Background: an optimization exercise with open tools, aiming at a short achievable clock period and few clock cycles per item. Do not read the settings as production practice.
Only simulation tests tie the RTL to the original design; equivalence was not proved.
The clock port is modelled as an ideal driver, which makes a skipped or thinned clock tree look cheaper than it is; a real chip needs a root buffer or a tree.

== run 1 ==
// serial_frame_sender_with_resend_unit
module serial_frame_sender_with_resend_unit #(
    parameter int SLOTS       = 16,
    parameter int MAX_PAYLOAD = 15
) (
    input  wire               i_clk,
    input  wire               i_rst_n,
    input  wire               i_in_valid,
    output logic              o_in_ready,
    input  wire               i_req_type,
    input  wire  [sfsr_pkg::BYTE_W-1:0] i_data_byte,
    input  wire               i_last_byte,
    input  wire  [sfsr_pkg::ID_W-1:0]   i_resend_id,
    output logic              o_out_valid,
    input  wire               i_out_ready,
    output logic [sfsr_pkg::BYTE_W-1:0] o_out_byte,
    output logic              o_frame_end,
    output logic              o_error
);
Size: roughly 5,000 cells after synthesis, ~85,000 um2 of cells after synthesis.
Settings: LEC_CHECK=0, ABC_CLOCK_PERIOD_IN_PS=2000, CAP_MARGIN=20, CORE_MARGIN=2, CORE_UTILIZATION=45, SETUP_SLACK_MARGIN=3.3, SLEW_MARGIN=20, TNS_END_PERCENT=100; clock period 5.5 ns.
standard.sh (not shown) runs the stock make flow with config.mk's settings and CLKGATE_MAP_FILE= SYNTH_SCRIPT=/design/flow/synth_recipe.tcl, a recipe that flattens the netlist after the stock synthesis.
==> flow/flow/run.sh <==
#!/bin/bash
# Own flow: the standard ORFS flow (standard.sh), except that
#  - the clock tree is built by flow/mcts_hook.tcl (a PRE_CTS hook) instead of
#    TritonCTS, and
#  - antenna repair runs with a ratio margin (flow/ant_hook.tcl) and up to 10
#    repair passes after detailed routing.
# make's full output goes to make_finish.log; ORFS writes each step's log
# under orfs/logs.
set -euo pipefail
W=$(pwd)
export PRE_CTS_TCL="$W/flow/mcts_hook.tcl"
export PRE_GLOBAL_ROUTE_TCL="$W/flow/ant_hook.tcl"
export PRE_DETAIL_ROUTE_TCL="$W/flow/ant_hook.tcl"
export MAX_REPAIR_ANTENNAS_ITER_DRT=10
bash standard.sh finish > "$W/make_finish.log" 2>&1
Other scripts of this flow, unchanged in this note and not shown: flow/flow/ant_hook.tcl, flow/flow/mcts_hook.tcl
No stage failed in run 1, and the final checks on the layout all came back clean.
Testbench counts of run 1, summed over its fixed seeds: cycles 41,490, items 41,474.
Modified inputs, run 2 compared to run 1
--- a/flow/design.v
+++ b/flow/design.v
@@ -31,23 +31,24 @@
     localparam int P_LO    = 3;
     localparam int P_BODY  = 4;
     localparam int P_CSUM  = 5;
     logic       r_in_ready;
     logic       r_h_valid, r_h_type, r_h_last;
     logic [7:0] r_h_data;
     logic [15:0] r_h_rid;    
+    logic [15:0] r_h_rsel;   
     logic       r_s_valid, r_s_type, r_s_last;
     logic [7:0] r_s_data;
     logic [15:0] r_s_rid;
     logic [5:0]   r_ph;
     logic         r_in_packet;
     logic [15:0]  r_id;
     logic [7:0]   r_sum;
     logic [3:0]   r_cnt;
-    logic         r_full;    
+    logic [15:0]  r_cnt_oh;  
     logic         r_rs;      
     logic         r_rb_ld;   
     logic [3:0]   r_rem;
     logic [119:0] r_rbuf;
     logic [15:0][14:0][7:0] r_mem;
     logic [15:0][3:0]       r_len;
     logic [15:0]  r_valid;
@@ -64,15 +65,15 @@
     logic [7:0] e_byte;
     logic       e_end, e_err;
     logic [5:0] ph_n;
     logic       we, sum_add, sum_init, cnt_inc, open_pkt, close_pkt, shift, set_rs;
     logic       full, src_ok;
     logic [7:0] body_byte;
     assign can       = !r_k_valid;
-    assign full      = r_full;
+    assign full      = r_cnt_oh[15];
     assign src_ok    = r_h_ok;
     assign body_byte = r_ph[P_BODY] ? r_rbuf[7:0] : r_h_data;
     always_comb begin
         emit      = 1'b0;
         pop       = 1'b0;
         e_byte    = 8'h00;
         e_end     = 1'b0;
@@ -165,25 +166,27 @@
     assign s_valid_n = r_s_valid ? !h_load : (push && !h_load);
     always_ff @(posedge i_clk) begin
         if (h_load) begin
             r_h_type <= r_s_valid ? r_s_type : i_req_type;
             r_h_data <= r_s_valid ? r_s_data : i_data_byte;
             r_h_last <= r_s_valid ? r_s_last : i_last_byte;
             r_h_rid  <= r_s_valid ? r_s_rid  : in_rid;
+            r_h_rsel <= r_s_valid ? (r_s_type ? r_s_rid : 16'd0)
+                                  : (i_req_type ? in_rid : 16'd0);
         end
         if (!r_s_valid) begin
             r_s_type <= i_req_type;
             r_s_data <= i_data_byte;
             r_s_last <= i_last_byte;
             r_s_rid  <= in_rid;
         end
     end
     logic [15:0] valid_n;
     logic        ok_s, ok_i, ok_h;
-    assign valid_n = close_pkt ? (r_valid | r_dst_oh) : r_valid;
+    assign valid_n = r_ph[P_CSUM] ? (r_valid | r_dst_oh) : r_valid;
     assign ok_s    = |(valid_n & r_s_rid);
     assign ok_i    = |(valid_n & in_rid);
     assign ok_h    = |(valid_n & r_h_rid);
     logic [7:0] h_data_n;
     logic [7:0] rb_byte_n;
     assign h_data_n  = h_load ? (r_s_valid ? r_s_data : i_data_byte) : r_h_data;
     assign rb_byte_n = shift ? r_rbuf[15:8] : r_rbuf[7:0];
@@ -223,28 +226,29 @@
     end
     logic [119:0] slot_rd;
     logic [3:0]   len_rd;
     always_comb begin
         slot_rd = '0;
         len_rd  = '0;
         for (int k = 0; k < 16; k++) begin
-            slot_rd = slot_rd | (r_mem[k] & {120{r_h_rid[k]}});
+            slot_rd[63:0]   = slot_rd[63:0]   | (r_mem[k][7:0]  & {64{r_h_rsel[k]}});
+            slot_rd[119:64] = slot_rd[119:64] | (r_mem[k][14:8] & {56{r_h_rid[k]}});
             len_rd  = len_rd  | (r_len[k] & {4{r_h_rid[k]}});
         end
     end
     always_ff @(posedge i_clk) begin
         r_idsum <= r_id[15:8] + r_id[7:0];
         if (sum_init) r_sum <= r_idsum;
         else if (sum_add) r_sum <= r_sum + r_add;
         if (sum_init) begin
-            r_cnt  <= 4'd0;
-            r_full <= 1'b0;
+            r_cnt    <= 4'd0;
+            r_cnt_oh <= 16'd1;
         end else if (cnt_inc) begin
-            r_cnt  <= r_cnt + 4'd1;
-            r_full <= (r_cnt == 4'd14);
+            r_cnt    <= r_cnt + 4'd1;
+            r_cnt_oh <= {r_cnt_oh[14:0], 1'b0};
         end
         if (r_ph[P_START]) r_rs <= set_rs;
         r_rb_ld <= ph_n[P_START];
         if (r_rb_ld) begin
             r_rbuf <= slot_rd;
             r_rem  <= len_rd;
         end else if (shift) begin
@@ -257,15 +261,15 @@
     end
     logic [15:0] r_w_slot;    
     logic [14:0] r_w_idx;
     logic [7:0]  r_w_data;
     always_ff @(posedge i_clk) begin
         if (!i_rst_n) r_w_slot <= '0;
         else          r_w_slot <= we ? r_dst_oh : 16'd0;
-        r_w_idx  <= 15'(16'd1 << r_cnt);
+        r_w_idx  <= r_cnt_oh[14:0];
         r_w_data <= body_byte;
     end
     for (genvar s = 0; s < 16; s++) begin : g_slot
         for (genvar b = 0; b < 15; b++) begin : g_byte
             always_ff @(posedge i_clk) begin
                 if (r_w_slot[s] && r_w_idx[b]) r_mem[s][b] <= r_w_data;
             end
[compare] base=run 1 new=run 2: number of tap cells added at floorplan increased by 0.64% relative to the old numbers, via density per instance decreased by about 0.65% relative to the old numbers.
Run 2 has completed all stages; timing, DRC and antenna checks passed.
Compared with run 1, run 2 shows a lower pre-CTS setup slack.
In the metrics for run 1 and run 2, the one carrying the lower footprint of the flip-flops and latches is run 1.
Number of enable flip-flop cells after synthesis, run 2 vs run 1: up slightly
The number of global-route vias before repair of run 2 exceeds that of run 1 by about 2%.
Run 2 vs run 1: global-route usage down
Testbench counts of run 2, summed over its fixed seeds: cycles 41,490, items 41,474.
In every run of this note, the design's own scripts or RTL, not TritonCTS, make the clock network.

static timing again, ports no longer ideal:
The results above use ideal ports. As a check the final layouts listed here were re-extracted and re-timed, cells and wires unchanged. Step 1 assumes that a clkbuf_16 drives the clock port and a buf_2 every other input. Step 2, shift: input delay + t, output delay - t, t = (earliest + latest rising clock arrival at the registers) / 2. This alone moves slack from input paths to output paths. Slacks: no drivers / after step 1 / after step 2; pairs: no drivers / after step 1.
run | shift t [ns] | setup slack, ns | hold slack, ns | worst data-port slew with drivers (ns)
run 1 | 0.783 | 3.242 / 3.073 / 2.780 | 0.464 / 0.464 / 0.464 | 0.04
run 2 | 0.766 | 3.206 / 3.103 / 2.811 | 0.377 / 0.377 / 0.377 | 0.06
After both steps setup and hold are still met in every run listed. The setup slack of run 1, which loses most, moves by -0.169 ns with the drivers and by -0.462 ns with both steps.
